From an optimization exercise on the open Yosys and OpenROAD flow, aimed at small area and a short achievable clock period; shortcuts taken in it are not production practice.
RTL that was checked went through simulation tests only; none was proved equivalent to the original.
Only the layout flow was run in run 1; the RTL was not checked for function there.
Power is estimated from default activity; no workload was simulated.

## flow/design.v (module list and top-level ports; edited modules follow where they fit)
// module mult_top: 1531 lines
// module mult_fa: 10 lines
// module mult_hai: 9 lines
// module mult_ha: 9 lines
module mult_top (
    input  logic               clk,
    input  logic               reset,
    input  logic               in_valid,
    input  mult_pkg::operand_t a,
    input  mult_pkg::operand_t b,
    output logic               out_valid,
    output mult_pkg::product_u product
);
  // ...
==> flow/flow/run.sh <==
#!/bin/bash
# Own layout flow: the standard layout (standard.sh, with its unchanged
# synthesis) plus a few extra ORFS make settings from flow/extra.txt, one
# VAR=value per line. Each step's full output goes to a log in this folder.
set -euo pipefail
EXTRA=()
while IFS= read -r l; do
  [[ -n "$l" && "$l" != \#* ]] && EXTRA+=("$l")
done < flow/extra.txt
# standard.sh passes its knobs on make's command line; ours go after them
sed 's#"${@:-finish}"#"${EXTRA[@]}" "${@:-finish}"#' standard.sh > own_standard.sh
( set -- synth; source ./own_standard.sh ) > synth.log 2>&1
( set -- finish; source ./own_standard.sh ) > layout.log 2>&1
test -f out/final.def
==> flow/flow/extra.txt <==
# port buffers: a plain buffer instead of the delay buffer buffer_ports picks
BUFFER_PORTS_ARGS=-buffer_cell sky130_fd_sc_hd__buf_2
SETUP_SLACK_MARGIN=5.5
==> flow/standard.sh <==
#!/bin/bash
# synth_recipe.tcl (not shown) runs the flow's synth.tcl, then flattens the netlist and writes it again
# the make line also repeats each setting of config.mk as NAME=value (left out here)
make -C /OpenROAD-flow-scripts/flow DESIGN_CONFIG=/design/flow/config.mk WORK_HOME=/design/flow/orfs CLKGATE_MAP_FILE= SYNTH_SCRIPT=/design/flow/synth_recipe.tcl "${@:-finish}"
==> flow/config.mk <==
export PLATFORM = sky130hd
export DESIGN_NAME = mult_top
export DESIGN_NICKNAME = mult_top
export VERILOG_FILES = /design/flow/design.v
export SDC_FILE = /design/flow/constraint.sdc
export NUM_CORES = 4
export LEC_CHECK = 0
export CAP_MARGIN = 20
export CORE_MARGIN = 2
export CORE_UTILIZATION = 40
export PLACE_DENSITY = 0.6
export SLEW_MARGIN = 20
export SYNTH_HIERARCHICAL = 1
==> flow/constraint.sdc <==
create_clock -name core_clock -period 8.0 [get_ports {clk}]
set_input_delay 1.6000 -clock core_clock [delete_from_list [all_inputs] [get_ports {clk}]]
set_output_delay 1.6000 -clock core_clock [all_outputs]
set_load 0.01 [all_outputs]
==> summary.txt, run 1 <==
Status
  • Outcome: timing/DRC/antenna clean

Route
  • DR vias/cell: 5.00
  • Drc violations: 0
  • Antenna Nets Post-Route: 0
  • Met3 wire len: 2100 um
  • Iteration-0 DRC Markers: 600

Layout
  • N_diodes: 0
  • Nets: 1538
  • Top flop regs: product: 32 flops, a_r: 16 flops, b_r: 16 flops
  • Total number of sequential cells: 245

Power
  • Sw Ratio: 0.379
  • Flop pwr share: 0.320

Timing
  • Slew headroom: 0.416
  • Final worst slack: 5.23 ns
  • Min Tclk post-route: 2.77 ns
  • FMAX: 362 MHz
  • Clock Skews: 0.0192 ns
  • Hold WS: 0.327 ns
  • Crit share post-route: 0.346
  • TNS Setup: 0 ns

Synthesis
  • Post-synthesis mux area share: 0.00472
  • Post-synthesis simple-gate area fraction: 0.125
  • EDFF count, synth: 32
  • Synth Area in Compound Gates: 0.0550

Flow run
  • Max Cap Viol: 0

GRT
  • Global-route wire length before repair: 49000 um
  • Grt peak-use layer: met2
  • Met1 global-route usage: 0.261
  • Met2 Track Usage GR: 0.305

CTS
  • Root Driver: clkbuf_16
  • CTS tree: yes

Placement
  • Buffers on Ports: 67
  • Placed instance area: 0.0133 mm^2

Critical path
  • Crit-path cells: buf_6 > buf_6 > nand2_2 > fa_2 > fa_2 > fa_2 > fa_1
  • R2R depth: 7
==> inputs of run 2 (changes only) <==
==> flow/design.v (replaced) <==
package mult_pkg;
    typedef logic [16-1:0]   operand_t;
    typedef logic [32-1:0] product_t;
    typedef logic [16-1:0] half_t;
    typedef union packed {
        product_t word;
        struct packed {
            half_t hi;
            half_t lo;
        } halves;
    } product_u;
endpackage
module mult_top (
    input  logic               clk,
    input  logic               reset,
    input  logic               in_valid,
    input  mult_pkg::operand_t a,
    input  mult_pkg::operand_t b,
    output logic               out_valid,
    output mult_pkg::product_u product
);
    logic [15:0] a_r, b_r;
    logic [2:1] v;
    logic [31:0] sum_w;
    logic pp_0_0;
    logic pp_0_1;
    logic pp_0_2;
    logic pp_0_3;
    logic pp_0_4;
    logic pp_0_5;
    logic pp_0_6;
    logic pp_0_7;
    logic pp_0_8;
    logic pp_0_9;
    logic pp_0_10;
    logic pp_0_11;
    logic pp_0_12;
    logic pp_0_13;
    logic pp_0_14;
    logic pp_0_15;
    logic pp_1_0;
    logic pp_1_1;
    logic pp_1_2;
    logic pp_1_3;
    logic pp_1_4;
    logic pp_1_5;
    logic pp_1_6;
    logic pp_1_7;
    logic pp_1_8;
    logic pp_1_9;
    logic pp_1_10;
    logic pp_1_11;
    logic pp_1_12;
    logic pp_1_13;
    logic pp_1_14;
    logic pp_1_15;
    logic pp_2_0;
    logic pp_2_1;
    logic pp_2_2;
    logic pp_2_3;
    logic pp_2_4;
    logic pp_2_5;
    logic pp_2_6;
    logic pp_2_7;
    logic pp_2_8;
    logic pp_2_9;
    logic pp_2_10;
    logic pp_2_11;
    logic pp_2_12;
    logic pp_2_13;
    logic pp_2_14;
    logic pp_2_15;
    logic pp_3_0;
    logic pp_3_1;
    logic pp_3_2;
    logic pp_3_3;
    logic pp_3_4;
    logic pp_3_5;
    logic pp_3_6;
    logic pp_3_7;
    logic pp_3_8;
    logic pp_3_9;
    logic pp_3_10;
    logic pp_3_11;
    logic pp_3_12;
    logic pp_3_13;
    logic pp_3_14;
    logic pp_3_15;
    logic pp_4_0;
    logic pp_4_1;
    logic pp_4_2;
    logic pp_4_3;
    logic pp_4_4;
    logic pp_4_5;
    logic pp_4_6;
    logic pp_4_7;
    logic pp_4_8;
    logic pp_4_9;
    logic pp_4_10;
    logic pp_4_11;
    logic pp_4_12;
    logic pp_4_13;
    logic pp_4_14;
    logic pp_4_15;
    logic pp_5_0;
    logic pp_5_1;
    logic pp_5_2;
    logic pp_5_3;
    logic pp_5_4;
    logic pp_5_5;
    logic pp_5_6;
    logic pp_5_7;
    logic pp_5_8;
    logic pp_5_9;
    logic pp_5_10;
    logic pp_5_11;
    logic pp_5_12;
    logic pp_5_13;
    logic pp_5_14;
    logic pp_5_15;
    logic pp_6_0;
    logic pp_6_1;
    logic pp_6_2;
    logic pp_6_3;
    logic pp_6_4;
    logic pp_6_5;
    logic pp_6_6;
    logic pp_6_7;
    logic pp_6_8;
    logic pp_6_9;
    logic pp_6_10;
    logic pp_6_11;
    logic pp_6_12;
    logic pp_6_13;
    logic pp_6_14;
    logic pp_6_15;
    logic pp_7_0;
    logic pp_7_1;
    logic pp_7_2;
    logic pp_7_3;
    logic pp_7_4;
    logic pp_7_5;
    logic pp_7_6;
    logic pp_7_7;
    logic pp_7_8;
    logic pp_7_9;
    logic pp_7_10;
    logic pp_7_11;
    logic pp_7_12;
    logic pp_7_13;
    logic pp_7_14;
    logic pp_7_15;
    logic pp_8_0;
    logic pp_8_1;
    logic pp_8_2;
    logic pp_8_3;
    logic pp_8_4;
    logic pp_8_5;
    logic pp_8_6;
    logic pp_8_7;
    logic pp_8_8;
    logic pp_8_9;
    logic pp_8_10;
    logic pp_8_11;
    logic pp_8_12;
    logic pp_8_13;
    logic pp_8_14;
    logic pp_8_15;
    logic pp_9_0;
    logic pp_9_1;
    logic pp_9_2;
    logic pp_9_3;
    logic pp_9_4;
    logic pp_9_5;
    logic pp_9_6;
    logic pp_9_7;
    logic pp_9_8;
    logic pp_9_9;
    logic pp_9_10;
    logic pp_9_11;
    logic pp_9_12;
    logic pp_9_13;
    logic pp_9_14;
    logic pp_9_15;
    logic pp_10_0;
    logic pp_10_1;
    logic pp_10_2;
    logic pp_10_3;
    logic pp_10_4;
    logic pp_10_5;
    logic pp_10_6;
    logic pp_10_7;
    logic pp_10_8;
    logic pp_10_9;
    logic pp_10_10;
    logic pp_10_11;
    logic pp_10_12;
    logic pp_10_13;
    logic pp_10_14;
    logic pp_10_15;
    logic pp_11_0;
    logic pp_11_1;
    logic pp_11_2;
    logic pp_11_3;
    logic pp_11_4;
    logic pp_11_5;
    logic pp_11_6;
    logic pp_11_7;
    logic pp_11_8;
    logic pp_11_9;
    logic pp_11_10;
    logic pp_11_11;
    logic pp_11_12;
    logic pp_11_13;
    logic pp_11_14;
    logic pp_11_15;
    logic pp_12_0;
    logic pp_12_1;
    logic pp_12_2;
    logic pp_12_3;
    logic pp_12_4;
    logic pp_12_5;
    logic pp_12_6;
    logic pp_12_7;
    logic pp_12_8;
    logic pp_12_9;
    logic pp_12_10;
    logic pp_12_11;
    logic pp_12_12;
    logic pp_12_13;
    logic pp_12_14;
    logic pp_12_15;
    logic pp_13_0;
    logic pp_13_1;
    logic pp_13_2;
    logic pp_13_3;
    logic pp_13_4;
    logic pp_13_5;
    logic pp_13_6;
    logic pp_13_7;
    logic pp_13_8;
    logic pp_13_9;
    logic pp_13_10;
    logic pp_13_11;
    logic pp_13_12;
    logic pp_13_13;
    logic pp_13_14;
    logic pp_13_15;
    logic pp_14_0;
    logic pp_14_1;
    logic pp_14_2;
    logic pp_14_3;
    logic pp_14_4;
    logic pp_14_5;
    logic pp_14_6;
    logic pp_14_7;
    logic pp_14_8;
    logic pp_14_9;
    logic pp_14_10;
    logic pp_14_11;
    logic pp_14_12;
    logic pp_14_13;
    logic pp_14_14;
    logic pp_14_15;
    logic pp_15_0;
    logic pp_15_1;
    logic pp_15_2;
    logic pp_15_3;
    logic pp_15_4;
    logic pp_15_5;
    logic pp_15_6;
    logic pp_15_7;
    logic pp_15_8;
    logic pp_15_9;
    logic pp_15_10;
    logic pp_15_11;
    logic pp_15_12;
    logic pp_15_13;
    logic pp_15_14;
    logic pp_15_15;
    logic s1;
    logic c2;
    logic s3;
    logic c4;
    logic s5;
    logic c6;
    logic s7;
    logic c8;
    logic s9;
    logic c10;
    logic s11;
    logic c12;
    logic s13;
    logic c14;
    logic s15;
    logic c16;
    logic s17;
    logic c18;
    logic s19;
    logic c20;
    logic s21;
    logic c22;
    logic s23;
    logic c24;
    logic s25;
    logic c26;
    logic s27;
    logic c28;
    logic s29;
    logic c30;
    logic s31;
    logic c32;
    logic s33;
    logic c34;
    logic s35;
    logic c36;
    logic s37;
    logic c38;
    logic s39;
    logic c40;
    logic s41;
    logic c42;
    logic s43;
    logic c44;
    logic s45;
    logic c46;
    logic s47;
    logic c48;
    logic s49;
    logic c50;
    logic s51;
    logic c52;
    logic s53;
    logic c54;
    logic s55;
    logic c56;
    logic s57;
    logic c58;
    logic s59;
    logic c60;
    logic s61;
    logic c62;
    logic s63;
    logic c64;
    logic s65;
    logic c66;
    logic s67;
    logic c68;
    logic s69;
    logic c70;
    logic s71;
    logic c72;
    logic s73;
    logic c74;
    logic s75;
    logic c76;
    logic s77;
    logic c78;
    logic s79;
    logic c80;
    logic s81;
    logic c82;
    logic s83;
    logic c84;
    logic s85;
    logic c86;
    logic s87;
    logic c88;
    logic s89;
    logic c90;
    logic s91;
    logic c92;
    logic s93;
    logic c94;
    logic s95;
    logic c96;
    logic s97;
    logic c98;
    logic s99;
    logic c100;
    logic s101;
    logic c102;
    logic s103;
    logic c104;
    logic s105;
    logic c106;
    logic s107;
    logic c108;
    logic s109;
    logic c110;
    logic s111;
    logic c112;
    logic s113;
    logic c114;
    logic s115;
    logic c116;
    logic s117;
    logic c118;
    logic s119;
    logic c120;
    logic s121;
    logic c122;
    logic s123;
    logic c124;
    logic s125;
    logic c126;
    logic s127;
    logic c128;
    logic s129;
    logic c130;
    logic s131;
    logic c132;
    logic s133;
    logic c134;
    logic s135;
    logic c136;
    logic s137;
    logic c138;
    logic s139;
    logic c140;
    logic s141;
    logic c142;
    logic s143;
    logic c144;
    logic s145;
    logic c146;
    logic s147;
    logic c148;
    logic s149;
    logic c150;
    logic s151;
    logic c152;
    logic s153;
    logic c154;
    logic s155;
    logic c156;
    logic s157;
    logic c158;
    logic s159;
    logic c160;
    logic s161;
    logic c162;
    logic s163;
    logic c164;
    logic s165;
    logic c166;
    logic s167;
    logic c168;
    logic s169;
    logic c170;
    logic s171;
    logic c172;
    logic s173;
    logic c174;
    logic s175;
    logic c176;
    logic s177;
    logic c178;
    logic s179;
    logic c180;
    logic s181;
    logic c182;
    logic s183;
    logic c184;
    logic s185;
    logic c186;
    logic s187;
    logic c188;
    logic s189;
    logic c190;
    logic s191;
    logic c192;
    logic s193;
    logic c194;
    logic s195;
    logic c196;
    logic s197;
    logic c198;
    logic s199;
    logic c200;
    logic s201;
    logic c202;
    logic s203;
    logic c204;
    logic s205;
    logic c206;
    logic s207;
    logic c208;
    logic s209;
    logic c210;
    logic s211;
    logic c212;
    logic s213;
    logic c214;
    logic s215;
    logic c216;
    logic s217;
    logic c218;
    logic s219;
    logic c220;
    logic s221;
    logic c222;
    logic s223;
    logic c224;
    logic s225;
    logic c226;
    logic s227;
    logic c228;
    logic s229;
    logic c230;
    logic s231;
    logic c232;
    logic s233;
    logic c234;
    logic s235;
    logic c236;
    logic s237;
    logic c238;
    logic s239;
    logic c240;
    logic s241;
    logic c242;
    logic s243;
    logic c244;
    logic s245;
    logic c246;
    logic s247;
    logic c248;
    logic s249;
    logic c250;
    logic s251;
    logic c252;
    logic s253;
    logic c254;
    logic s255;
    logic c256;
    logic s257;
    logic c258;
    logic s259;
    logic c260;
    logic s261;
    logic c262;
    logic s263;
    logic c264;
    logic s265;
    logic c266;
    logic s267;
    logic c268;
    logic s269;
    logic c270;
    logic s271;
    logic c272;
    logic s273;
    logic c274;
    logic s275;
    logic c276;
    logic s277;
    logic c278;
    logic s279;
    logic c280;
    logic s281;
    logic c282;
    logic s283;
    logic c284;
    logic s285;
    logic c286;
    logic s287;
    logic c288;
    logic s289;
    logic c290;
    logic s291;
    logic c292;
    logic s293;
    logic c294;
    logic s295;
    logic c296;
    logic s297;
    logic c298;
    logic s299;
    logic c300;
    logic s301;
    logic c302;
    logic s303;
    logic c304;
    logic s305;
    logic c306;
    logic s307;
    logic c308;
    logic s309;
    logic c310;
    logic s311;
    logic c312;
    logic s313;
    logic c314;
    logic s315;
    logic c316;
    logic s317;
    logic c318;
    logic s319;
    logic c320;
    logic s321;
    logic c322;
    logic s323;
    logic c324;
    logic s325;
    logic c326;
    logic s327;
    logic c328;
    logic s329;
    logic c330;
    logic s331;
    logic c332;
    logic s333;
    logic c334;
    logic s335;
    logic c336;
    logic s337;
    logic c338;
    logic s339;
    logic c340;
    logic s341;
    logic c342;
    logic s343;
    logic c344;
    logic s345;
    logic c346;
    logic s347;
    logic c348;
    logic s349;
    logic c350;
    logic s351;
    logic c352;
    logic s353;
    logic c354;
    logic s355;
    logic c356;
    logic s357;
    logic c358;
    logic s359;
    logic c360;
    logic s361;
    logic c362;
    logic s363;
    logic c364;
    logic s365;
    logic c366;
    logic s367;
    logic c368;
    logic s369;
    logic c370;
    logic s371;
    logic c372;
    logic s373;
    logic c374;
    logic s375;
    logic c376;
    logic s377;
    logic c378;
    logic s379;
    logic c380;
    logic s381;
    logic c382;
    logic s383;
    logic c384;
    logic s385;
    logic c386;
    logic s387;
    logic c388;
    logic s389;
    logic c390;
    logic s391;
    logic c392;
    logic s393;
    logic c394;
    logic s395;
    logic c396;
    logic s397;
    logic c398;
    logic s399;
    logic c400;
    logic s401;
    logic c402;
    logic s403;
    logic c404;
    logic s405;
    logic c406;
    logic s407;
    logic c408;
    logic s409;
    logic c410;
    logic s411;
    logic c412;
    logic s413;
    logic c414;
    logic s415;
    logic c416;
    logic s417;
    logic c418;
    logic s419;
    logic c420;
    logic s421;
    logic c422;
    logic s423;
    logic c424;
    logic s425;
    logic c426;
    logic s427;
    logic c428;
    logic s429;
    logic c430;
    logic s431;
    logic c432;
    logic s433;
    logic c434;
    logic s435;
    logic c436;
    logic s437;
    logic c438;
    logic s439;
    logic c440;
    logic s441;
    logic c442;
    logic s443;
    logic c444;
    logic s445;
    logic c446;
    logic s447;
    logic c448;
    logic s449;
    logic c450;
    logic m1_7_0;
    logic m1_7_1;
    logic m1_7_2;
    logic m1_7_3;
    logic m1_8_0;
    logic m1_8_1;
    logic m1_8_2;
    logic m1_9_0;
    logic m1_9_1;
    logic m1_9_2;
    logic m1_10_0;
    logic m1_10_1;
    logic m1_10_2;
    logic m1_11_0;
    logic m1_11_1;
    logic m1_11_2;
    logic m1_12_0;
    logic m1_12_1;
    logic m1_12_2;
    logic m1_13_0;
    logic m1_13_1;
    logic m1_13_2;
    logic m1_14_0;
    logic m1_14_1;
    logic m1_14_2;
    logic m1_15_0;
    logic m1_15_1;
    logic m1_15_2;
    logic m1_16_0;
    logic m1_16_1;
    logic m1_16_2;
    logic m1_17_0;
    logic m1_17_1;
    logic m1_17_2;
    logic m1_18_0;
    logic m1_18_1;
    logic m1_18_2;
    logic m1_19_0;
    logic m1_19_1;
    logic m1_19_2;
    logic m1_20_0;
    logic m1_20_1;
    logic m1_20_2;
    logic m1_21_0;
    logic m1_21_1;
    logic m1_21_2;
    logic m1_22_0;
    logic m1_22_1;
    logic m1_22_2;
    logic m1_23_0;
    logic m1_23_1;
    logic m1_23_2;
    logic m1_24_0;
    logic m1_24_1;
    logic m1_24_2;
    logic m1_25_0;
    logic m1_25_1;
    logic m1_25_2;
    logic m1_26_0;
    logic m1_26_1;
    logic m1_26_2;
    logic m1_27_0;
    logic m1_27_1;
    logic m1_27_2;
    logic m1_28_0;
    logic m1_28_1;
    logic m1_28_2;
    logic m1_29_0;
    logic m1_29_1;
    logic m1_29_2;
    logic m1_30_0;
    logic [7:0] lo_w, lo_q;
    logic [8:0] lo_t;
    logic [25:0] hi_w;
    always_ff @(posedge clk) begin
        a_r <= a;
        b_r <= b;
    end
    always_ff @(posedge clk) begin
        if (reset) begin
            v         <= '0;
            out_valid <= 1'b0;
        end else begin
            v         <= {v[1:1], in_valid};
            out_valid <= v[2];
        end
    end
    assign pp_0_0 = ~(a_r[0] & b_r[0]);
    assign pp_0_1 = ~(a_r[0] & b_r[1]);
    assign pp_0_2 = ~(a_r[0] & b_r[2]);
    assign pp_0_3 = ~(a_r[0] & b_r[3]);
    assign pp_0_4 = ~(a_r[0] & b_r[4]);
    assign pp_0_5 = ~(a_r[0] & b_r[5]);
    assign pp_0_6 = ~(a_r[0] & b_r[6]);
    assign pp_0_7 = ~(a_r[0] & b_r[7]);
    assign pp_0_8 = ~(a_r[0] & b_r[8]);
    assign pp_0_9 = ~(a_r[0] & b_r[9]);
    assign pp_0_10 = ~(a_r[0] & b_r[10]);
    assign pp_0_11 = ~(a_r[0] & b_r[11]);
    assign pp_0_12 = ~(a_r[0] & b_r[12]);
    assign pp_0_13 = ~(a_r[0] & b_r[13]);
    assign pp_0_14 = ~(a_r[0] & b_r[14]);
    assign pp_0_15 = ~(a_r[0] & b_r[15]);
    assign pp_1_0 = ~(a_r[1] & b_r[0]);
    assign pp_1_1 = ~(a_r[1] & b_r[1]);
    assign pp_1_2 = ~(a_r[1] & b_r[2]);
    assign pp_1_3 = ~(a_r[1] & b_r[3]);
    assign pp_1_4 = ~(a_r[1] & b_r[4]);
    assign pp_1_5 = ~(a_r[1] & b_r[5]);
    assign pp_1_6 = ~(a_r[1] & b_r[6]);
    assign pp_1_7 = ~(a_r[1] & b_r[7]);
    assign pp_1_8 = ~(a_r[1] & b_r[8]);
    assign pp_1_9 = ~(a_r[1] & b_r[9]);
    assign pp_1_10 = ~(a_r[1] & b_r[10]);
    assign pp_1_11 = ~(a_r[1] & b_r[11]);
    assign pp_1_12 = ~(a_r[1] & b_r[12]);
    assign pp_1_13 = ~(a_r[1] & b_r[13]);
    assign pp_1_14 = ~(a_r[1] & b_r[14]);
    assign pp_1_15 = ~(a_r[1] & b_r[15]);
    assign pp_2_0 = ~(a_r[2] & b_r[0]);
    assign pp_2_1 = ~(a_r[2] & b_r[1]);
    assign pp_2_2 = ~(a_r[2] & b_r[2]);
    assign pp_2_3 = ~(a_r[2] & b_r[3]);
    assign pp_2_4 = ~(a_r[2] & b_r[4]);
    assign pp_2_5 = ~(a_r[2] & b_r[5]);
    assign pp_2_6 = ~(a_r[2] & b_r[6]);
    assign pp_2_7 = ~(a_r[2] & b_r[7]);
    assign pp_2_8 = ~(a_r[2] & b_r[8]);
    assign pp_2_9 = ~(a_r[2] & b_r[9]);
    assign pp_2_10 = ~(a_r[2] & b_r[10]);
    assign pp_2_11 = ~(a_r[2] & b_r[11]);
    assign pp_2_12 = ~(a_r[2] & b_r[12]);
    assign pp_2_13 = ~(a_r[2] & b_r[13]);
    assign pp_2_14 = ~(a_r[2] & b_r[14]);
    assign pp_2_15 = ~(a_r[2] & b_r[15]);
    assign pp_3_0 = ~(a_r[3] & b_r[0]);
    assign pp_3_1 = ~(a_r[3] & b_r[1]);
    assign pp_3_2 = ~(a_r[3] & b_r[2]);
    assign pp_3_3 = ~(a_r[3] & b_r[3]);
    assign pp_3_4 = ~(a_r[3] & b_r[4]);
    assign pp_3_5 = ~(a_r[3] & b_r[5]);
    assign pp_3_6 = ~(a_r[3] & b_r[6]);
    assign pp_3_7 = ~(a_r[3] & b_r[7]);
    assign pp_3_8 = ~(a_r[3] & b_r[8]);
    assign pp_3_9 = ~(a_r[3] & b_r[9]);
    assign pp_3_10 = ~(a_r[3] & b_r[10]);
    assign pp_3_11 = ~(a_r[3] & b_r[11]);
    assign pp_3_12 = ~(a_r[3] & b_r[12]);
    assign pp_3_13 = ~(a_r[3] & b_r[13]);
    assign pp_3_14 = ~(a_r[3] & b_r[14]);
    assign pp_3_15 = ~(a_r[3] & b_r[15]);
    assign pp_4_0 = ~(a_r[4] & b_r[0]);
    assign pp_4_1 = ~(a_r[4] & b_r[1]);
    assign pp_4_2 = ~(a_r[4] & b_r[2]);
    assign pp_4_3 = ~(a_r[4] & b_r[3]);
    assign pp_4_4 = ~(a_r[4] & b_r[4]);
    assign pp_4_5 = ~(a_r[4] & b_r[5]);
    assign pp_4_6 = ~(a_r[4] & b_r[6]);
    assign pp_4_7 = ~(a_r[4] & b_r[7]);
    assign pp_4_8 = ~(a_r[4] & b_r[8]);
    assign pp_4_9 = ~(a_r[4] & b_r[9]);
    assign pp_4_10 = ~(a_r[4] & b_r[10]);
    assign pp_4_11 = ~(a_r[4] & b_r[11]);
    assign pp_4_12 = ~(a_r[4] & b_r[12]);
    assign pp_4_13 = ~(a_r[4] & b_r[13]);
    assign pp_4_14 = ~(a_r[4] & b_r[14]);
    assign pp_4_15 = ~(a_r[4] & b_r[15]);
    assign pp_5_0 = ~(a_r[5] & b_r[0]);
    assign pp_5_1 = ~(a_r[5] & b_r[1]);
    assign pp_5_2 = ~(a_r[5] & b_r[2]);
    assign pp_5_3 = ~(a_r[5] & b_r[3]);
    assign pp_5_4 = ~(a_r[5] & b_r[4]);
    assign pp_5_5 = ~(a_r[5] & b_r[5]);
    assign pp_5_6 = ~(a_r[5] & b_r[6]);
    assign pp_5_7 = ~(a_r[5] & b_r[7]);
    assign pp_5_8 = ~(a_r[5] & b_r[8]);
    assign pp_5_9 = ~(a_r[5] & b_r[9]);
    assign pp_5_10 = ~(a_r[5] & b_r[10]);
    assign pp_5_11 = ~(a_r[5] & b_r[11]);
    assign pp_5_12 = ~(a_r[5] & b_r[12]);
    assign pp_5_13 = ~(a_r[5] & b_r[13]);
    assign pp_5_14 = ~(a_r[5] & b_r[14]);
    assign pp_5_15 = ~(a_r[5] & b_r[15]);
    assign pp_6_0 = ~(a_r[6] & b_r[0]);
    assign pp_6_1 = ~(a_r[6] & b_r[1]);
    assign pp_6_2 = ~(a_r[6] & b_r[2]);
    assign pp_6_3 = ~(a_r[6] & b_r[3]);
    assign pp_6_4 = ~(a_r[6] & b_r[4]);
    assign pp_6_5 = ~(a_r[6] & b_r[5]);
    assign pp_6_6 = ~(a_r[6] & b_r[6]);
    assign pp_6_7 = ~(a_r[6] & b_r[7]);
    assign pp_6_8 = ~(a_r[6] & b_r[8]);
    assign pp_6_9 = ~(a_r[6] & b_r[9]);
    assign pp_6_10 = ~(a_r[6] & b_r[10]);
    assign pp_6_11 = ~(a_r[6] & b_r[11]);
    assign pp_6_12 = ~(a_r[6] & b_r[12]);
    assign pp_6_13 = ~(a_r[6] & b_r[13]);
    assign pp_6_14 = ~(a_r[6] & b_r[14]);
    assign pp_6_15 = ~(a_r[6] & b_r[15]);
    assign pp_7_0 = ~(a_r[7] & b_r[0]);
    assign pp_7_1 = ~(a_r[7] & b_r[1]);
    assign pp_7_2 = ~(a_r[7] & b_r[2]);
    assign pp_7_3 = ~(a_r[7] & b_r[3]);
    assign pp_7_4 = ~(a_r[7] & b_r[4]);
    assign pp_7_5 = ~(a_r[7] & b_r[5]);
    assign pp_7_6 = ~(a_r[7] & b_r[6]);
    assign pp_7_7 = ~(a_r[7] & b_r[7]);
    assign pp_7_8 = ~(a_r[7] & b_r[8]);
    assign pp_7_9 = ~(a_r[7] & b_r[9]);
    assign pp_7_10 = ~(a_r[7] & b_r[10]);
    assign pp_7_11 = ~(a_r[7] & b_r[11]);
    assign pp_7_12 = ~(a_r[7] & b_r[12]);
    assign pp_7_13 = ~(a_r[7] & b_r[13]);
    assign pp_7_14 = ~(a_r[7] & b_r[14]);
    assign pp_7_15 = ~(a_r[7] & b_r[15]);
    assign pp_8_0 = ~(a_r[8] & b_r[0]);
    assign pp_8_1 = ~(a_r[8] & b_r[1]);
    assign pp_8_2 = ~(a_r[8] & b_r[2]);
    assign pp_8_3 = ~(a_r[8] & b_r[3]);
    assign pp_8_4 = ~(a_r[8] & b_r[4]);
    assign pp_8_5 = ~(a_r[8] & b_r[5]);
    assign pp_8_6 = ~(a_r[8] & b_r[6]);
    assign pp_8_7 = ~(a_r[8] & b_r[7]);
    assign pp_8_8 = ~(a_r[8] & b_r[8]);
    assign pp_8_9 = ~(a_r[8] & b_r[9]);
    assign pp_8_10 = ~(a_r[8] & b_r[10]);
    assign pp_8_11 = ~(a_r[8] & b_r[11]);
    assign pp_8_12 = ~(a_r[8] & b_r[12]);
    assign pp_8_13 = ~(a_r[8] & b_r[13]);
    assign pp_8_14 = ~(a_r[8] & b_r[14]);
    assign pp_8_15 = ~(a_r[8] & b_r[15]);
    assign pp_9_0 = ~(a_r[9] & b_r[0]);
    assign pp_9_1 = ~(a_r[9] & b_r[1]);
    assign pp_9_2 = ~(a_r[9] & b_r[2]);
    assign pp_9_3 = ~(a_r[9] & b_r[3]);
    assign pp_9_4 = ~(a_r[9] & b_r[4]);
    assign pp_9_5 = ~(a_r[9] & b_r[5]);
    assign pp_9_6 = ~(a_r[9] & b_r[6]);
    assign pp_9_7 = ~(a_r[9] & b_r[7]);
    assign pp_9_8 = ~(a_r[9] & b_r[8]);
    assign pp_9_9 = ~(a_r[9] & b_r[9]);
    assign pp_9_10 = ~(a_r[9] & b_r[10]);
    assign pp_9_11 = ~(a_r[9] & b_r[11]);
    assign pp_9_12 = ~(a_r[9] & b_r[12]);
    assign pp_9_13 = ~(a_r[9] & b_r[13]);
    assign pp_9_14 = ~(a_r[9] & b_r[14]);
    assign pp_9_15 = ~(a_r[9] & b_r[15]);
    assign pp_10_0 = ~(a_r[10] & b_r[0]);
    assign pp_10_1 = ~(a_r[10] & b_r[1]);
    assign pp_10_2 = ~(a_r[10] & b_r[2]);
    assign pp_10_3 = ~(a_r[10] & b_r[3]);
    assign pp_10_4 = ~(a_r[10] & b_r[4]);
    assign pp_10_5 = ~(a_r[10] & b_r[5]);
    assign pp_10_6 = ~(a_r[10] & b_r[6]);
    assign pp_10_7 = ~(a_r[10] & b_r[7]);
    assign pp_10_8 = ~(a_r[10] & b_r[8]);
    assign pp_10_9 = ~(a_r[10] & b_r[9]);
    assign pp_10_10 = ~(a_r[10] & b_r[10]);
    assign pp_10_11 = ~(a_r[10] & b_r[11]);
    assign pp_10_12 = ~(a_r[10] & b_r[12]);
    assign pp_10_13 = ~(a_r[10] & b_r[13]);
    assign pp_10_14 = ~(a_r[10] & b_r[14]);
    assign pp_10_15 = ~(a_r[10] & b_r[15]);
    assign pp_11_0 = ~(a_r[11] & b_r[0]);
    assign pp_11_1 = ~(a_r[11] & b_r[1]);
    assign pp_11_2 = ~(a_r[11] & b_r[2]);
    assign pp_11_3 = ~(a_r[11] & b_r[3]);
    assign pp_11_4 = ~(a_r[11] & b_r[4]);
    assign pp_11_5 = ~(a_r[11] & b_r[5]);
    assign pp_11_6 = ~(a_r[11] & b_r[6]);
    assign pp_11_7 = ~(a_r[11] & b_r[7]);
    assign pp_11_8 = ~(a_r[11] & b_r[8]);
    assign pp_11_9 = ~(a_r[11] & b_r[9]);
    assign pp_11_10 = ~(a_r[11] & b_r[10]);
    assign pp_11_11 = ~(a_r[11] & b_r[11]);
    assign pp_11_12 = ~(a_r[11] & b_r[12]);
    assign pp_11_13 = ~(a_r[11] & b_r[13]);
    assign pp_11_14 = ~(a_r[11] & b_r[14]);
    assign pp_11_15 = ~(a_r[11] & b_r[15]);
    assign pp_12_0 = ~(a_r[12] & b_r[0]);
    assign pp_12_1 = ~(a_r[12] & b_r[1]);
    assign pp_12_2 = ~(a_r[12] & b_r[2]);
    assign pp_12_3 = ~(a_r[12] & b_r[3]);
    assign pp_12_4 = ~(a_r[12] & b_r[4]);
    assign pp_12_5 = ~(a_r[12] & b_r[5]);
    assign pp_12_6 = ~(a_r[12] & b_r[6]);
    assign pp_12_7 = ~(a_r[12] & b_r[7]);
    assign pp_12_8 = ~(a_r[12] & b_r[8]);
    assign pp_12_9 = ~(a_r[12] & b_r[9]);
    assign pp_12_10 = ~(a_r[12] & b_r[10]);
    assign pp_12_11 = ~(a_r[12] & b_r[11]);
    assign pp_12_12 = ~(a_r[12] & b_r[12]);
    assign pp_12_13 = ~(a_r[12] & b_r[13]);
    assign pp_12_14 = ~(a_r[12] & b_r[14]);
    assign pp_12_15 = ~(a_r[12] & b_r[15]);
    assign pp_13_0 = ~(a_r[13] & b_r[0]);
    assign pp_13_1 = ~(a_r[13] & b_r[1]);
    assign pp_13_2 = ~(a_r[13] & b_r[2]);
    assign pp_13_3 = ~(a_r[13] & b_r[3]);
    assign pp_13_4 = ~(a_r[13] & b_r[4]);
    assign pp_13_5 = ~(a_r[13] & b_r[5]);
    assign pp_13_6 = ~(a_r[13] & b_r[6]);
    assign pp_13_7 = ~(a_r[13] & b_r[7]);
    assign pp_13_8 = ~(a_r[13] & b_r[8]);
    assign pp_13_9 = ~(a_r[13] & b_r[9]);
    assign pp_13_10 = ~(a_r[13] & b_r[10]);
    assign pp_13_11 = ~(a_r[13] & b_r[11]);
    assign pp_13_12 = ~(a_r[13] & b_r[12]);
    assign pp_13_13 = ~(a_r[13] & b_r[13]);
    assign pp_13_14 = ~(a_r[13] & b_r[14]);
    assign pp_13_15 = ~(a_r[13] & b_r[15]);
    assign pp_14_0 = ~(a_r[14] & b_r[0]);
    assign pp_14_1 = ~(a_r[14] & b_r[1]);
    assign pp_14_2 = ~(a_r[14] & b_r[2]);
    assign pp_14_3 = ~(a_r[14] & b_r[3]);
    assign pp_14_4 = ~(a_r[14] & b_r[4]);
    assign pp_14_5 = ~(a_r[14] & b_r[5]);
    assign pp_14_6 = ~(a_r[14] & b_r[6]);
    assign pp_14_7 = ~(a_r[14] & b_r[7]);
    assign pp_14_8 = ~(a_r[14] & b_r[8]);
    assign pp_14_9 = ~(a_r[14] & b_r[9]);
    assign pp_14_10 = ~(a_r[14] & b_r[10]);
    assign pp_14_11 = ~(a_r[14] & b_r[11]);
    assign pp_14_12 = ~(a_r[14] & b_r[12]);
    assign pp_14_13 = ~(a_r[14] & b_r[13]);
    assign pp_14_14 = ~(a_r[14] & b_r[14]);
    assign pp_14_15 = ~(a_r[14] & b_r[15]);
    assign pp_15_0 = ~(a_r[15] & b_r[0]);
    assign pp_15_1 = ~(a_r[15] & b_r[1]);
    assign pp_15_2 = ~(a_r[15] & b_r[2]);
    assign pp_15_3 = ~(a_r[15] & b_r[3]);
    assign pp_15_4 = ~(a_r[15] & b_r[4]);
    assign pp_15_5 = ~(a_r[15] & b_r[5]);
    assign pp_15_6 = ~(a_r[15] & b_r[6]);
    assign pp_15_7 = ~(a_r[15] & b_r[7]);
    assign pp_15_8 = ~(a_r[15] & b_r[8]);
    assign pp_15_9 = ~(a_r[15] & b_r[9]);
    assign pp_15_10 = ~(a_r[15] & b_r[10]);
    assign pp_15_11 = ~(a_r[15] & b_r[11]);
    assign pp_15_12 = ~(a_r[15] & b_r[12]);
    assign pp_15_13 = ~(a_r[15] & b_r[13]);
    assign pp_15_14 = ~(a_r[15] & b_r[14]);
    assign pp_15_15 = ~(a_r[15] & b_r[15]);
    mult_fa u_s3 (.x(pp_0_13), .y(pp_1_12), .z(1'b1), .s(s3), .c(c4));
    mult_fa u_s5 (.x(pp_0_14), .y(pp_1_13), .z(pp_2_12), .s(s5), .c(c6));
    mult_fa u_s9 (.x(pp_3_11), .y(pp_4_10), .z(1'b1), .s(s9), .c(c10));
    mult_fa u_s11 (.x(pp_0_15), .y(pp_1_14), .z(pp_2_13), .s(s11), .c(c12));
    mult_fa u_s13 (.x(pp_3_12), .y(pp_4_11), .z(pp_5_10), .s(s13), .c(c14));
    mult_fa u_s17 (.x(pp_6_9), .y(pp_7_8), .z(1'b1), .s(s17), .c(c18));
    mult_fa u_s19 (.x(pp_1_15), .y(pp_2_14), .z(pp_3_13), .s(s19), .c(c20));
    mult_fa u_s21 (.x(pp_4_12), .y(pp_5_11), .z(pp_6_10), .s(s21), .c(c22));
    mult_fa u_s25 (.x(pp_7_9), .y(pp_8_8), .z(1'b1), .s(s25), .c(c26));
    mult_fa u_s27 (.x(pp_2_15), .y(pp_3_14), .z(pp_4_13), .s(s27), .c(c28));
    mult_fa u_s29 (.x(pp_5_12), .y(pp_6_11), .z(pp_7_10), .s(s29), .c(c30));
    mult_fa u_s31 (.x(pp_3_15), .y(pp_4_14), .z(pp_5_13), .s(s31), .c(c32));
    mult_fa u_s35 (.x(pp_0_9), .y(pp_1_8), .z(1'b1), .s(s35), .c(c36));
    mult_fa u_s37 (.x(pp_0_10), .y(pp_1_9), .z(pp_2_8), .s(s37), .c(c38));
    mult_fa u_s41 (.x(pp_3_7), .y(pp_4_6), .z(1'b1), .s(s41), .c(c42));
    mult_fa u_s43 (.x(pp_0_11), .y(pp_1_10), .z(pp_2_9), .s(s43), .c(c44));
    mult_fa u_s45 (.x(pp_3_8), .y(pp_4_7), .z(pp_5_6), .s(s45), .c(c46));
    mult_fa u_s49 (.x(pp_6_5), .y(pp_7_4), .z(1'b1), .s(s49), .c(c50));
    mult_fa u_s51 (.x(pp_0_12), .y(pp_1_11), .z(pp_2_10), .s(s51), .c(c52));
    mult_fa u_s53 (.x(pp_3_9), .y(pp_4_8), .z(pp_5_7), .s(s53), .c(c54));
    mult_fa u_s55 (.x(pp_6_6), .y(pp_7_5), .z(pp_8_4), .s(s55), .c(c56));
    mult_fa u_s59 (.x(pp_9_3), .y(pp_10_2), .z(1'b1), .s(s59), .c(c60));
    mult_fa u_s61 (.x(pp_2_11), .y(pp_3_10), .z(pp_4_9), .s(s61), .c(c62));
    mult_fa u_s63 (.x(pp_5_8), .y(pp_6_7), .z(pp_7_6), .s(s63), .c(c64));
    mult_fa u_s65 (.x(pp_8_5), .y(pp_9_4), .z(pp_10_3), .s(s65), .c(c66));
    mult_fa u_s67 (.x(pp_11_2), .y(pp_12_1), .z(pp_13_0), .s(s67), .c(c68));
    mult_fa u_s69 (.x(pp_5_9), .y(pp_6_8), .z(pp_7_7), .s(s69), .c(c70));
    mult_fa u_s71 (.x(pp_8_6), .y(pp_9_5), .z(pp_10_4), .s(s71), .c(c72));
    mult_fa u_s73 (.x(pp_11_3), .y(pp_12_2), .z(pp_13_1), .s(s73), .c(c74));
    mult_fa u_s75 (.x(pp_14_0), .y(c4), .z(s5), .s(s75), .c(c76));
    mult_fa u_s77 (.x(pp_8_7), .y(pp_9_6), .z(pp_10_5), .s(s77), .c(c78));
    mult_fa u_s79 (.x(pp_11_4), .y(pp_12_3), .z(pp_13_2), .s(s79), .c(c80));
    mult_fa u_s81 (.x(pp_14_1), .y(pp_15_0), .z(c6), .s(s81), .c(c82));
    mult_fa u_s83 (.x(c10), .y(s11), .z(s13), .s(s83), .c(c84));
    mult_fa u_s85 (.x(pp_9_7), .y(pp_10_6), .z(pp_11_5), .s(s85), .c(c86));
    mult_fa u_s87 (.x(pp_12_4), .y(pp_13_3), .z(pp_14_2), .s(s87), .c(c88));
    mult_fa u_s89 (.x(pp_15_1), .y(c12), .z(c14), .s(s89), .c(c90));
    mult_fa u_s91 (.x(c18), .y(s19), .z(s21), .s(s91), .c(c92));
    mult_fa u_s93 (.x(pp_8_9), .y(pp_9_8), .z(pp_10_7), .s(s93), .c(c94));
    mult_fa u_s95 (.x(pp_11_6), .y(pp_12_5), .z(pp_13_4), .s(s95), .c(c96));
    mult_fa u_s97 (.x(pp_14_3), .y(pp_15_2), .z(c20), .s(s97), .c(c98));
    mult_fa u_s99 (.x(c22), .y(c26), .z(s27), .s(s99), .c(c100));
    mult_fa u_s101 (.x(pp_6_12), .y(pp_7_11), .z(pp_8_10), .s(s101), .c(c102));
    mult_fa u_s103 (.x(pp_9_9), .y(pp_10_8), .z(pp_11_7), .s(s103), .c(c104));
    mult_fa u_s105 (.x(pp_12_6), .y(pp_13_5), .z(pp_14_4), .s(s105), .c(c106));
    mult_fa u_s107 (.x(pp_15_3), .y(c28), .z(c30), .s(s107), .c(c108));
    mult_fa u_s109 (.x(pp_4_15), .y(pp_5_14), .z(pp_6_13), .s(s109), .c(c110));
    mult_fa u_s111 (.x(pp_7_12), .y(pp_8_11), .z(pp_9_10), .s(s111), .c(c112));
    mult_fa u_s113 (.x(pp_10_9), .y(pp_11_8), .z(pp_12_7), .s(s113), .c(c114));
    mult_fa u_s115 (.x(pp_13_6), .y(pp_14_5), .z(pp_15_4), .s(s115), .c(c116));
    mult_fa u_s117 (.x(pp_5_15), .y(pp_6_14), .z(pp_7_13), .s(s117), .c(c118));
    mult_fa u_s119 (.x(pp_8_12), .y(pp_9_11), .z(pp_10_10), .s(s119), .c(c120));
    mult_fa u_s121 (.x(pp_11_9), .y(pp_12_8), .z(pp_13_7), .s(s121), .c(c122));
    mult_fa u_s123 (.x(pp_6_15), .y(pp_7_14), .z(pp_8_13), .s(s123), .c(c124));
    mult_fa u_s125 (.x(pp_9_12), .y(pp_10_11), .z(pp_11_10), .s(s125), .c(c126));
    mult_fa u_s127 (.x(pp_7_15), .y(pp_8_14), .z(pp_9_13), .s(s127), .c(c128));
    mult_fa u_s131 (.x(pp_0_6), .y(pp_1_5), .z(1'b1), .s(s131), .c(c132));
    mult_fa u_s133 (.x(pp_0_7), .y(pp_1_6), .z(pp_2_5), .s(s133), .c(c134));
    mult_fa u_s137 (.x(pp_3_4), .y(pp_4_3), .z(1'b1), .s(s137), .c(c138));
    mult_fa u_s139 (.x(pp_0_8), .y(pp_1_7), .z(pp_2_6), .s(s139), .c(c140));
    mult_fa u_s141 (.x(pp_3_5), .y(pp_4_4), .z(pp_5_3), .s(s141), .c(c142));
    mult_fa u_s145 (.x(pp_6_2), .y(pp_7_1), .z(1'b1), .s(s145), .c(c146));
    mult_fa u_s147 (.x(pp_2_7), .y(pp_3_6), .z(pp_4_5), .s(s147), .c(c148));
    mult_fa u_s149 (.x(pp_5_4), .y(pp_6_3), .z(pp_7_2), .s(s149), .c(c150));
    mult_fa u_s151 (.x(pp_8_1), .y(pp_9_0), .z(s35), .s(s151), .c(c152));
    mult_fa u_s153 (.x(pp_5_5), .y(pp_6_4), .z(pp_7_3), .s(s153), .c(c154));
    mult_fa u_s155 (.x(pp_8_2), .y(pp_9_1), .z(pp_10_0), .s(s155), .c(c156));
    mult_fa u_s157 (.x(c36), .y(s37), .z(s41), .s(s157), .c(c158));
    mult_fa u_s159 (.x(pp_8_3), .y(pp_9_2), .z(pp_10_1), .s(s159), .c(c160));
    mult_fa u_s161 (.x(pp_11_0), .y(c38), .z(c42), .s(s161), .c(c162));
    mult_fa u_s163 (.x(s43), .y(s45), .z(s49), .s(s163), .c(c164));
    mult_fa u_s165 (.x(pp_11_1), .y(pp_12_0), .z(c44), .s(s165), .c(c166));
    mult_fa u_s167 (.x(c46), .y(c50), .z(s51), .s(s167), .c(c168));
    mult_fa u_s169 (.x(s53), .y(s55), .z(s59), .s(s169), .c(c170));
    mult_fa u_s171 (.x(c52), .y(c54), .z(c56), .s(s171), .c(c172));
    mult_fa u_s173 (.x(c60), .y(s3), .z(s61), .s(s173), .c(c174));
    mult_fa u_s175 (.x(s63), .y(s65), .z(s67), .s(s175), .c(c176));
    mult_fa u_s177 (.x(c62), .y(c64), .z(c66), .s(s177), .c(c178));
    mult_fa u_s179 (.x(c68), .y(s9), .z(s69), .s(s179), .c(c180));
    mult_fa u_s181 (.x(s71), .y(s73), .z(s75), .s(s181), .c(c182));
    mult_fa u_s183 (.x(c70), .y(c72), .z(c74), .s(s183), .c(c184));
    mult_fa u_s185 (.x(s17), .y(s77), .z(s79), .s(s185), .c(c186));
    mult_fa u_s187 (.x(s81), .y(c76), .z(s83), .s(s187), .c(c188));
    mult_fa u_s189 (.x(c78), .y(c80), .z(s25), .s(s189), .c(c190));
    mult_fa u_s191 (.x(s85), .y(s87), .z(c82), .s(s191), .c(c192));
    mult_fa u_s193 (.x(s89), .y(c84), .z(s91), .s(s193), .c(c194));
    mult_fa u_s195 (.x(c86), .y(c88), .z(s29), .s(s195), .c(c196));
    mult_fa u_s197 (.x(s93), .y(s95), .z(s97), .s(s197), .c(c198));
    mult_fa u_s199 (.x(c90), .y(s99), .z(c92), .s(s199), .c(c200));
    mult_fa u_s201 (.x(c94), .y(c96), .z(s31), .s(s201), .c(c202));
    mult_fa u_s203 (.x(s101), .y(s103), .z(s105), .s(s203), .c(c204));
    mult_fa u_s205 (.x(c98), .y(c100), .z(s107), .s(s205), .c(c206));
    mult_fa u_s207 (.x(c32), .y(c102), .z(c104), .s(s207), .c(c208));
    mult_fa u_s209 (.x(c106), .y(s109), .z(s111), .s(s209), .c(c210));
    mult_fa u_s211 (.x(s113), .y(s115), .z(c108), .s(s211), .c(c212));
    mult_fa u_s213 (.x(pp_14_6), .y(pp_15_5), .z(c110), .s(s213), .c(c214));
    mult_fa u_s215 (.x(c112), .y(c114), .z(c116), .s(s215), .c(c216));
    mult_fa u_s217 (.x(s117), .y(s119), .z(s121), .s(s217), .c(c218));
    mult_fa u_s219 (.x(pp_12_9), .y(pp_13_8), .z(pp_14_7), .s(s219), .c(c220));
    mult_fa u_s221 (.x(pp_15_6), .y(c118), .z(c120), .s(s221), .c(c222));
    mult_fa u_s223 (.x(c122), .y(s123), .z(s125), .s(s223), .c(c224));
    mult_fa u_s225 (.x(pp_10_12), .y(pp_11_11), .z(pp_12_10), .s(s225), .c(c226));
    mult_fa u_s227 (.x(pp_13_9), .y(pp_14_8), .z(pp_15_7), .s(s227), .c(c228));
    mult_fa u_s229 (.x(c124), .y(c126), .z(s127), .s(s229), .c(c230));
    mult_fa u_s231 (.x(pp_8_15), .y(pp_9_14), .z(pp_10_13), .s(s231), .c(c232));
    mult_fa u_s233 (.x(pp_11_12), .y(pp_12_11), .z(pp_13_10), .s(s233), .c(c234));
    mult_fa u_s235 (.x(pp_14_9), .y(pp_15_8), .z(c128), .s(s235), .c(c236));
    mult_fa u_s237 (.x(pp_9_15), .y(pp_10_14), .z(pp_11_13), .s(s237), .c(c238));
    mult_fa u_s239 (.x(pp_12_12), .y(pp_13_11), .z(pp_14_10), .s(s239), .c(c240));
    mult_fa u_s241 (.x(pp_10_15), .y(pp_11_14), .z(pp_12_13), .s(s241), .c(c242));
    mult_fa u_s245 (.x(pp_0_4), .y(pp_1_3), .z(1'b1), .s(s245), .c(c246));
    mult_fa u_s247 (.x(pp_0_5), .y(pp_1_4), .z(pp_2_3), .s(s247), .c(c248));
    mult_fa u_s251 (.x(pp_3_2), .y(pp_4_1), .z(1'b1), .s(s251), .c(c252));
    mult_fa u_s253 (.x(pp_2_4), .y(pp_3_3), .z(pp_4_2), .s(s253), .c(c254));
    mult_fa u_s255 (.x(pp_5_1), .y(pp_6_0), .z(s131), .s(s255), .c(c256));
    mult_fa u_s257 (.x(pp_5_2), .y(pp_6_1), .z(pp_7_0), .s(s257), .c(c258));
    mult_fa u_s259 (.x(c132), .y(s133), .z(s137), .s(s259), .c(c260));
    mult_fa u_s261 (.x(pp_8_0), .y(c134), .z(c138), .s(s261), .c(c262));
    mult_fa u_s263 (.x(s139), .y(s141), .z(s145), .s(s263), .c(c264));
    mult_fa u_s265 (.x(c140), .y(c142), .z(c146), .s(s265), .c(c266));
    mult_fa u_s267 (.x(s147), .y(s149), .z(s151), .s(s267), .c(c268));
    mult_fa u_s269 (.x(c148), .y(c150), .z(s153), .s(s269), .c(c270));
    mult_fa u_s271 (.x(s155), .y(c152), .z(s157), .s(s271), .c(c272));
    mult_fa u_s273 (.x(c154), .y(c156), .z(s159), .s(s273), .c(c274));
    mult_fa u_s275 (.x(s161), .y(c158), .z(s163), .s(s275), .c(c276));
    mult_fa u_s277 (.x(c160), .y(s165), .z(c162), .s(s277), .c(c278));
    mult_fa u_s279 (.x(s167), .y(c164), .z(s169), .s(s279), .c(c280));
    mult_fa u_s281 (.x(c166), .y(c168), .z(s171), .s(s281), .c(c282));
    mult_fa u_s283 (.x(c170), .y(s173), .z(s175), .s(s283), .c(c284));
    mult_fa u_s285 (.x(c172), .y(s177), .z(c174), .s(s285), .c(c286));
    mult_fa u_s287 (.x(c176), .y(s179), .z(s181), .s(s287), .c(c288));
    mult_fa u_s289 (.x(c178), .y(s183), .z(c180), .s(s289), .c(c290));
    mult_fa u_s291 (.x(s185), .y(c182), .z(s187), .s(s291), .c(c292));
    mult_fa u_s293 (.x(c184), .y(s189), .z(c186), .s(s293), .c(c294));
    mult_fa u_s295 (.x(s191), .y(c188), .z(s193), .s(s295), .c(c296));
    mult_fa u_s297 (.x(c190), .y(s195), .z(c192), .s(s297), .c(c298));
    mult_fa u_s299 (.x(s197), .y(c194), .z(s199), .s(s299), .c(c300));
    mult_fa u_s301 (.x(c196), .y(s201), .z(s203), .s(s301), .c(c302));
    mult_fa u_s303 (.x(c198), .y(c200), .z(s205), .s(s303), .c(c304));
    mult_fa u_s305 (.x(c202), .y(s207), .z(c204), .s(s305), .c(c306));
    mult_fa u_s307 (.x(s209), .y(s211), .z(c206), .s(s307), .c(c308));
    mult_fa u_s309 (.x(s213), .y(c208), .z(s215), .s(s309), .c(c310));
    mult_fa u_s311 (.x(c210), .y(s217), .z(c212), .s(s311), .c(c312));
    mult_fa u_s313 (.x(s219), .y(c214), .z(c216), .s(s313), .c(c314));
    mult_fa u_s315 (.x(s221), .y(c218), .z(s223), .s(s315), .c(c316));
    mult_fa u_s317 (.x(c220), .y(s225), .z(s227), .s(s317), .c(c318));
    mult_fa u_s319 (.x(c222), .y(s229), .z(c224), .s(s319), .c(c320));
    mult_fa u_s321 (.x(c226), .y(c228), .z(s231), .s(s321), .c(c322));
    mult_fa u_s323 (.x(s233), .y(s235), .z(c230), .s(s323), .c(c324));
    mult_fa u_s325 (.x(pp_15_9), .y(c232), .z(c234), .s(s325), .c(c326));
    mult_fa u_s327 (.x(s237), .y(s239), .z(c236), .s(s327), .c(c328));
    mult_fa u_s329 (.x(pp_13_12), .y(pp_14_11), .z(pp_15_10), .s(s329), .c(c330));
    mult_fa u_s331 (.x(c238), .y(c240), .z(s241), .s(s331), .c(c332));
    mult_fa u_s333 (.x(pp_11_15), .y(pp_12_14), .z(pp_13_13), .s(s333), .c(c334));
    mult_fa u_s335 (.x(pp_14_12), .y(pp_15_11), .z(c242), .s(s335), .c(c336));
    mult_fa u_s337 (.x(pp_12_15), .y(pp_13_14), .z(pp_14_13), .s(s337), .c(c338));
    mult_fa u_s341 (.x(pp_0_3), .y(pp_1_2), .z(1'b1), .s(s341), .c(c342));
    mult_fa u_s343 (.x(pp_2_2), .y(pp_3_1), .z(pp_4_0), .s(s343), .c(c344));
    mult_fa u_s345 (.x(pp_5_0), .y(c246), .z(s247), .s(s345), .c(c346));
    mult_fa u_s347 (.x(c248), .y(c252), .z(s253), .s(s347), .c(c348));
    mult_fa u_s349 (.x(c254), .y(s257), .z(c256), .s(s349), .c(c350));
    mult_fa u_s351 (.x(c258), .y(s261), .z(c260), .s(s351), .c(c352));
    mult_fa u_s353 (.x(c262), .y(s265), .z(c264), .s(s353), .c(c354));
    mult_fa u_s355 (.x(c266), .y(s269), .z(c268), .s(s355), .c(c356));
    mult_fa u_s357 (.x(c270), .y(s273), .z(c272), .s(s357), .c(c358));
    mult_fa u_s359 (.x(c274), .y(c276), .z(s277), .s(s359), .c(c360));
    mult_fa u_s361 (.x(c278), .y(c280), .z(s281), .s(s361), .c(c362));
    mult_fa u_s363 (.x(c282), .y(s285), .z(c284), .s(s363), .c(c364));
    mult_fa u_s365 (.x(c286), .y(s289), .z(c288), .s(s365), .c(c366));
    mult_fa u_s367 (.x(c290), .y(s293), .z(c292), .s(s367), .c(c368));
    mult_fa u_s369 (.x(c294), .y(s297), .z(c296), .s(s369), .c(c370));
    mult_fa u_s371 (.x(s301), .y(c298), .z(c300), .s(s371), .c(c372));
    mult_fa u_s373 (.x(c302), .y(s305), .z(c304), .s(s373), .c(c374));
    mult_fa u_s375 (.x(c306), .y(s309), .z(s311), .s(s375), .c(c376));
    mult_fa u_s377 (.x(s313), .y(c310), .z(s315), .s(s377), .c(c378));
    mult_fa u_s379 (.x(s317), .y(c314), .z(c316), .s(s379), .c(c380));
    mult_fa u_s381 (.x(s321), .y(c318), .z(c320), .s(s381), .c(c382));
    mult_fa u_s383 (.x(c322), .y(s325), .z(s327), .s(s383), .c(c384));
    mult_fa u_s385 (.x(s329), .y(c326), .z(s331), .s(s385), .c(c386));
    mult_fa u_s387 (.x(c330), .y(s333), .z(s335), .s(s387), .c(c388));
    mult_fa u_s389 (.x(pp_15_12), .y(c334), .z(s337), .s(s389), .c(c390));
    mult_fa u_s391 (.x(pp_13_15), .y(pp_14_14), .z(pp_15_13), .s(s391), .c(c392));
    mult_fa u_s395 (.x(pp_0_2), .y(pp_1_1), .z(1'b1), .s(s395), .c(c396));
    mult_fa u_s397 (.x(pp_2_1), .y(pp_3_0), .z(s341), .s(s397), .c(c398));
    mult_fa u_s399 (.x(c342), .y(s245), .z(s343), .s(s399), .c(c400));
    mult_fa u_s401 (.x(c344), .y(s251), .z(s345), .s(s401), .c(c402));
    mult_fa u_s403 (.x(c346), .y(s255), .z(s347), .s(s403), .c(c404));
    assign lo_t = {1'b0, c402, c400, c398, c396, pp_2_0, pp_0_1, pp_0_0, 1'b1} + {1'b0, s403, s401, s399, s397, s395, pp_1_0, 1'b1, 1'b1};
    assign lo_w = lo_t[8:1];
    mult_fa u_s405 (.x(m1_7_0), .y(m1_7_1), .z(m1_7_2), .s(s405), .c(c406));
    mult_fa u_s407 (.x(m1_8_0), .y(m1_8_1), .z(m1_8_2), .s(s407), .c(c408));
    mult_fa u_s409 (.x(m1_9_0), .y(m1_9_1), .z(m1_9_2), .s(s409), .c(c410));
    mult_fa u_s411 (.x(m1_10_0), .y(m1_10_1), .z(m1_10_2), .s(s411), .c(c412));
    mult_fa u_s413 (.x(m1_11_0), .y(m1_11_1), .z(m1_11_2), .s(s413), .c(c414));
    mult_fa u_s415 (.x(m1_12_0), .y(m1_12_1), .z(m1_12_2), .s(s415), .c(c416));
    mult_fa u_s417 (.x(m1_13_0), .y(m1_13_1), .z(m1_13_2), .s(s417), .c(c418));
    mult_fa u_s419 (.x(m1_14_0), .y(m1_14_1), .z(m1_14_2), .s(s419), .c(c420));
    mult_fa u_s421 (.x(m1_15_0), .y(m1_15_1), .z(m1_15_2), .s(s421), .c(c422));
    mult_fa u_s423 (.x(m1_16_0), .y(m1_16_1), .z(m1_16_2), .s(s423), .c(c424));
    mult_fa u_s425 (.x(m1_17_0), .y(m1_17_1), .z(m1_17_2), .s(s425), .c(c426));
    mult_fa u_s427 (.x(m1_18_0), .y(m1_18_1), .z(m1_18_2), .s(s427), .c(c428));
    mult_fa u_s429 (.x(m1_19_0), .y(m1_19_1), .z(m1_19_2), .s(s429), .c(c430));
    mult_fa u_s431 (.x(m1_20_0), .y(m1_20_1), .z(m1_20_2), .s(s431), .c(c432));
    mult_fa u_s433 (.x(m1_21_0), .y(m1_21_1), .z(m1_21_2), .s(s433), .c(c434));
    mult_fa u_s435 (.x(m1_22_0), .y(m1_22_1), .z(m1_22_2), .s(s435), .c(c436));
    mult_fa u_s437 (.x(m1_23_0), .y(m1_23_1), .z(m1_23_2), .s(s437), .c(c438));
    mult_fa u_s439 (.x(m1_24_0), .y(m1_24_1), .z(m1_24_2), .s(s439), .c(c440));
    mult_fa u_s441 (.x(m1_25_0), .y(m1_25_1), .z(m1_25_2), .s(s441), .c(c442));
    mult_fa u_s443 (.x(m1_26_0), .y(m1_26_1), .z(m1_26_2), .s(s443), .c(c444));
    mult_fa u_s445 (.x(m1_27_0), .y(m1_27_1), .z(m1_27_2), .s(s445), .c(c446));
    mult_fa u_s447 (.x(m1_28_0), .y(m1_28_1), .z(m1_28_2), .s(s447), .c(c448));
    mult_fa u_s449 (.x(m1_29_0), .y(m1_29_1), .z(m1_29_2), .s(s449), .c(c450));
    assign hi_w = {1'b1, m1_30_0, c448, c446, c444, c442, c440, c438, c436, c434, c432, c430, c428, c426, c424, c422, c420, c418, c416, c414, c412, c410, c408, c406, m1_7_3, lo_q[7]} + {1'b1, c450, s449, s447, s445, s443, s441, s439, s437, s435, s433, s431, s429, s427, s425, s423, s421, s419, s417, s415, s413, s411, s409, s407, s405, lo_q[7]};
    assign sum_w[6:0] = ~lo_q[6:0];
    assign sum_w[31:7] = ~hi_w[25:1];
    always_ff @(posedge clk) begin
        lo_q <= lo_w;
        m1_7_0 <= c348;
        m1_7_1 <= s259;
        m1_7_2 <= s349;
        m1_7_3 <= c404;
        m1_8_0 <= s263;
        m1_8_1 <= c350;
        m1_8_2 <= s351;
        m1_9_0 <= s267;
        m1_9_1 <= c352;
        m1_9_2 <= s353;
        m1_10_0 <= c354;
        m1_10_1 <= s271;
        m1_10_2 <= s355;
        m1_11_0 <= s275;
        m1_11_1 <= c356;
        m1_11_2 <= s357;
        m1_12_0 <= s279;
        m1_12_1 <= c358;
        m1_12_2 <= s359;
        m1_13_0 <= s283;
        m1_13_1 <= c360;
        m1_13_2 <= s361;
        m1_14_0 <= s287;
        m1_14_1 <= c362;
        m1_14_2 <= s363;
        m1_15_0 <= s291;
        m1_15_1 <= c364;
        m1_15_2 <= s365;
        m1_16_0 <= s295;
        m1_16_1 <= c366;
        m1_16_2 <= s367;
        m1_17_0 <= s299;
        m1_17_1 <= c368;
        m1_17_2 <= s369;
        m1_18_0 <= s303;
        m1_18_1 <= c370;
        m1_18_2 <= s371;
        m1_19_0 <= s307;
        m1_19_1 <= c372;
        m1_19_2 <= s373;
        m1_20_0 <= c308;
        m1_20_1 <= s375;
        m1_20_2 <= c374;
        m1_21_0 <= c312;
        m1_21_1 <= s377;
        m1_21_2 <= c376;
        m1_22_0 <= s319;
        m1_22_1 <= s379;
        m1_22_2 <= c378;
        m1_23_0 <= s323;
        m1_23_1 <= c380;
        m1_23_2 <= s381;
        m1_24_0 <= c324;
        m1_24_1 <= s383;
        m1_24_2 <= c382;
        m1_25_0 <= c328;
        m1_25_1 <= s385;
        m1_25_2 <= c384;
        m1_26_0 <= c332;
        m1_26_1 <= s387;
        m1_26_2 <= c386;
        m1_27_0 <= c336;
        m1_27_1 <= s389;
        m1_27_2 <= c388;
        m1_28_0 <= c338;
        m1_28_1 <= s391;
        m1_28_2 <= c390;
        m1_29_0 <= pp_14_15;
        m1_29_1 <= pp_15_14;
        m1_29_2 <= c392;
        m1_30_0 <= pp_15_15;
    end
    always_ff @(posedge clk) begin
        if (reset)         product <= '0;
        else if (v[2]) product <= sum_w;
    end
endmodule
module mult_fa (
    input  logic x,
    input  logic y,
    input  logic z,
    output logic s,
    output logic c
);
    assign s = x ^ y ^ z;
    assign c = (x & y) | (x & z) | (y & z);
endmodule
module mult_hai (
    input  logic x,
    input  logic y,
    output logic s,
    output logic c
);
    assign s = ~(x ^ y);
    assign c = x | y;
endmodule
module mult_ha (
    input  logic x,
    input  logic y,
    output logic s,
    output logic c
);
    assign s = x ^ y;
    assign c = x & y;
endmodule
==> flow/flow/extra.txt (replaced) <==
# port buffers: a plain buffer instead of the delay buffer buffer_ports picks
BUFFER_PORTS_ARGS=-buffer_cell sky130_fd_sc_hd__buf_2
--- a/flow/config.mk
+++ b/flow/config.mk
@@ -4,10 +4,11 @@
 export VERILOG_FILES = /design/flow/design.v
 export SDC_FILE = /design/flow/constraint.sdc
 export NUM_CORES = 4
 export LEC_CHECK = 0
 export CAP_MARGIN = 20
 export CORE_MARGIN = 2
 export CORE_UTILIZATION = 40
 export PLACE_DENSITY = 0.6
+export SETUP_SLACK_MARGIN = 5
 export SLEW_MARGIN = 20
 export SYNTH_HIERARCHICAL = 1
==> run 2 against run 1 <==
  * Critical path depth fell by 1
  * Setup slack got worse by 0.21 ns
  * Routed wire length fell by 17%
  * Sequential power fell by about 40%
  * Largest power group unchanged
==> summary.txt, run 2 <==
Critical path
  • CP endpoint: m1_17_2 (was m1_18_3)
  • CP max stage delay: 0.60 ns (was 0.58 ns)
  • Data arrival, critical path: 3.28 ns (was 3.19 ns)
  • R2R depth: 6 (was 7)
  • Reg-to-reg critical path startpoint: b_r[10] (was b_r[11])
  • Crit-path cells: nand2_2 > fa_1 > fa_1 > fa_2 > fa_2 > fa_1 (was buf_6 > buf_6 > nand2_2 > fa_2 > fa_2 > fa_2 > fa_1)
  • Required time of the critical path: 8.30 ns (was 8.42 ns)

Placement
  • RePlAce Congestion: 0.883 (was 0.853)
  • Buffers on Ports: 67 (unchanged)

Timing
  • TNS Setup: 0 ns (unchanged)
  • RSZ-0062 raised after global routing: yes (unchanged)
  • Clock Skews: 0.0123 ns (was 0.0192 ns)
  • Slew headroom: 0.335 (was 0.416)
  • Hold WS: 0.408 ns (was 0.327 ns)
  • Min Tclk post-route: 2.98 ns (was 2.77 ns)
  • Crit share post-route: 0.372 (was 0.346)
  • FMAX: 336 MHz (was 362 MHz)
  • Final worst slack: 5.02 ns (was 5.23 ns)
  • Final Max Slew Viols: 0 (unchanged)

Status
  • Outcome: timing/DRC/antenna clean (unchanged)

Route
  • Drc violations: 0 (unchanged)
  • DR vias/cell: 5.09 (was 5.00)
  • Antenna Nets Post-Route: 0 (unchanged)
  • Iteration-0 DRC Markers: 519 (was 600)

Power
  • Flop pwr share: 0.215 (was 0.320)
  • Sw Ratio: 0.453 (was 0.379)
  • Leak: 0.00461 uW (was 0.00634 uW)
  • NetSw: 2240 uW (was 2100 uW)

Min path
  • Min-Delay Path Class: reg -> reg (unchanged)

Layout
  • Max FFs per register: 32 (unchanged)
  • Commonest non-fill, non-tap cell in the layout: nand2_1 (unchanged)
  • N_diodes: 0 (unchanged)
  • Nets: 1315 (was 1538)
  • Biggest register: product (unchanged)
  • Top flop regs: product: 32 flops, a_r: 16 flops, b_r: 16 flops (unchanged)

CTS
  • Root Driver: clkbuf_16 (unchanged)
  • CTS Sinks: 146 (was 245)
  • CTS tree: yes (unchanged)

Flow run
  • Max Cap Viol: 0 (unchanged)

Synthesis
  • FFs w/ async S/R, synth: 0 (unchanged)
  • Avg Synthesized Cell Area: 10.7 um^2 (was 11.2 um^2)
  • Yosys top cell by area: fa_1 (was dfxtp_1)
  • Top cell types by occurrence after synthesis: nand2_1 (278), fa_1 (212), dfxtp_1 (146), clkbuf_1 (74), nor2_1 (38) (was nand2_1 (291), dfxtp_1 (213), fa_1 (196), clkbuf_1 (67), inv_1 (66))
  • Ranking of synthesized cells by area: fa_1 (41%), dfxtp_1 (28%), nand2_1 (10%) (was dfxtp_1 (34%), fa_1 (31%), nand2_1 (8.6%))
  • EDFF count, synth: 0 (was 32)

GRT
  • Global-route wire length before repair: 42000 um (was 49000 um)
  • Initial antenna violation count: 0 (was 1)
  • Total gr overflow: 0 (unchanged)

Floorplanning
  • Chip Width: 165 um (was 182 um)
## run 2: cell count changes in the layout (fill, tap and decap cells not counted), sizes merged, moves of 15 or more
| cell | change |
|---|---|
| dfxtp | -67 |
| a21oi | -16 |
| clkbuf | -18 |
| buf | -53 |
| fa | +16 |
| edfxtp | -32 |
| ha | -15 |
| inv | -47 |
| conb | +15 |
| a211oi | +23 |
## run 2: what timing repair did
action                     CTS  global route
setup buffers               31            17
setup endpoints to repair   42            25
hold buffers                 0             0
gates resized for setup     54            42
pin swaps                    4            26
## run 2: power by group through the flow
stage          Clock [uW]  Combinational, uW  Sequential (uW)
2_1_floorplan           0               2180             1040
3_3_place_gp            0               2840             1100
5_1_grt               835               3490             1090
4_1_cts               801               2960             1070
6_report              784               3100             1070
3_5_place_dp            0               2870             1100
## run 2: kinds of logic (layout without fill, tap and decap cells)
group           Yosys count  count (layout)  share of synthesized area
simple gates            355             355                      0.139
fa+ha+maj               242             242                      0.448
flops                   146             146                      0.283
compound gates          109             109                     0.0774
buf+inv                  88             161                     0.0320
xor+xnor                 20              20                     0.0170
mux                       3               3                    0.00291
other cells               1              15                   0.000364
## run 2: layout make-up
| type | count | area, um^2 |
|---|---|---|
| fill | 2331 | 13200 |
| multi-input combinational | 744 | 7260 |
| sequential | 146 | 3030 |
| timing repair buffer | 115 | 718 |
| clock buffer | 18 | 429 |
| tap | 330 | 413 |
| clock inverter | 14 | 143 |
| inverter | 14 | 52.6 |
## run 2: per-module statistics from Yosys (local to each module, per instance)
module | flops+latches | times used | area, um^2 | cells
mult_fa | 0 | 210 | 20.0 | 1
mult_top | 146 | 1 | 6110 | 754
## run 2: stage by stage
stage	utilization	area, um^2	std cells	power (uW)
5_1_grt	0.477	12000	1381	5410
2_1_floorplan	-	10500	978	3220
3_3_place_gp	0.430	10800	1301	3930
4_1_cts	0.466	11800	1364	4830
3_5_place_dp	0.430	10800	1301	3970
6_report	0.477	12000	1381	4950
## run 2: metal layers
| layer | global-route usage | wire (um) | vias to the layer above | share of wire |
|---|---|---|---|---|
| met3 | 0.0565 | 2030 | 29 | 0.079 |
| met4 | 0.0577 | 417 | 0 | 0.016 |
| met2 | 0.311 | 11500 | 265 | 0.45 |
| met1 | 0.294 | 11900 | 3536 | 0.46 |
| li1 | - | - | 3202 | - |
| met5 | 0 | 0 | - | 0 |
## run 2: worst min path at each step
stage	startpoint	end	depth (start not counted)	slack, ns
finish	lo_q[1]	product[1]	1	0.41
global route	lo_q[2]	product[2]	1	0.42
CTS	lo_q[2]	product[2]	1	0.41
detailed placement	lo_q[2]	product[2]	1	0.40
global placement	lo_q[2]	product[2]	1	0.40
floorplan	lo_q[0]	product[0]	1	0.39
## run 2: worst max-delay path: cells and delay by family (launching register included)
kind,cells,cell delay [ns]
adder cells (fa/ha/maj),5,2.38
AND/OR/NAND/NOR,1,0.07
flip-flops,1,0.41
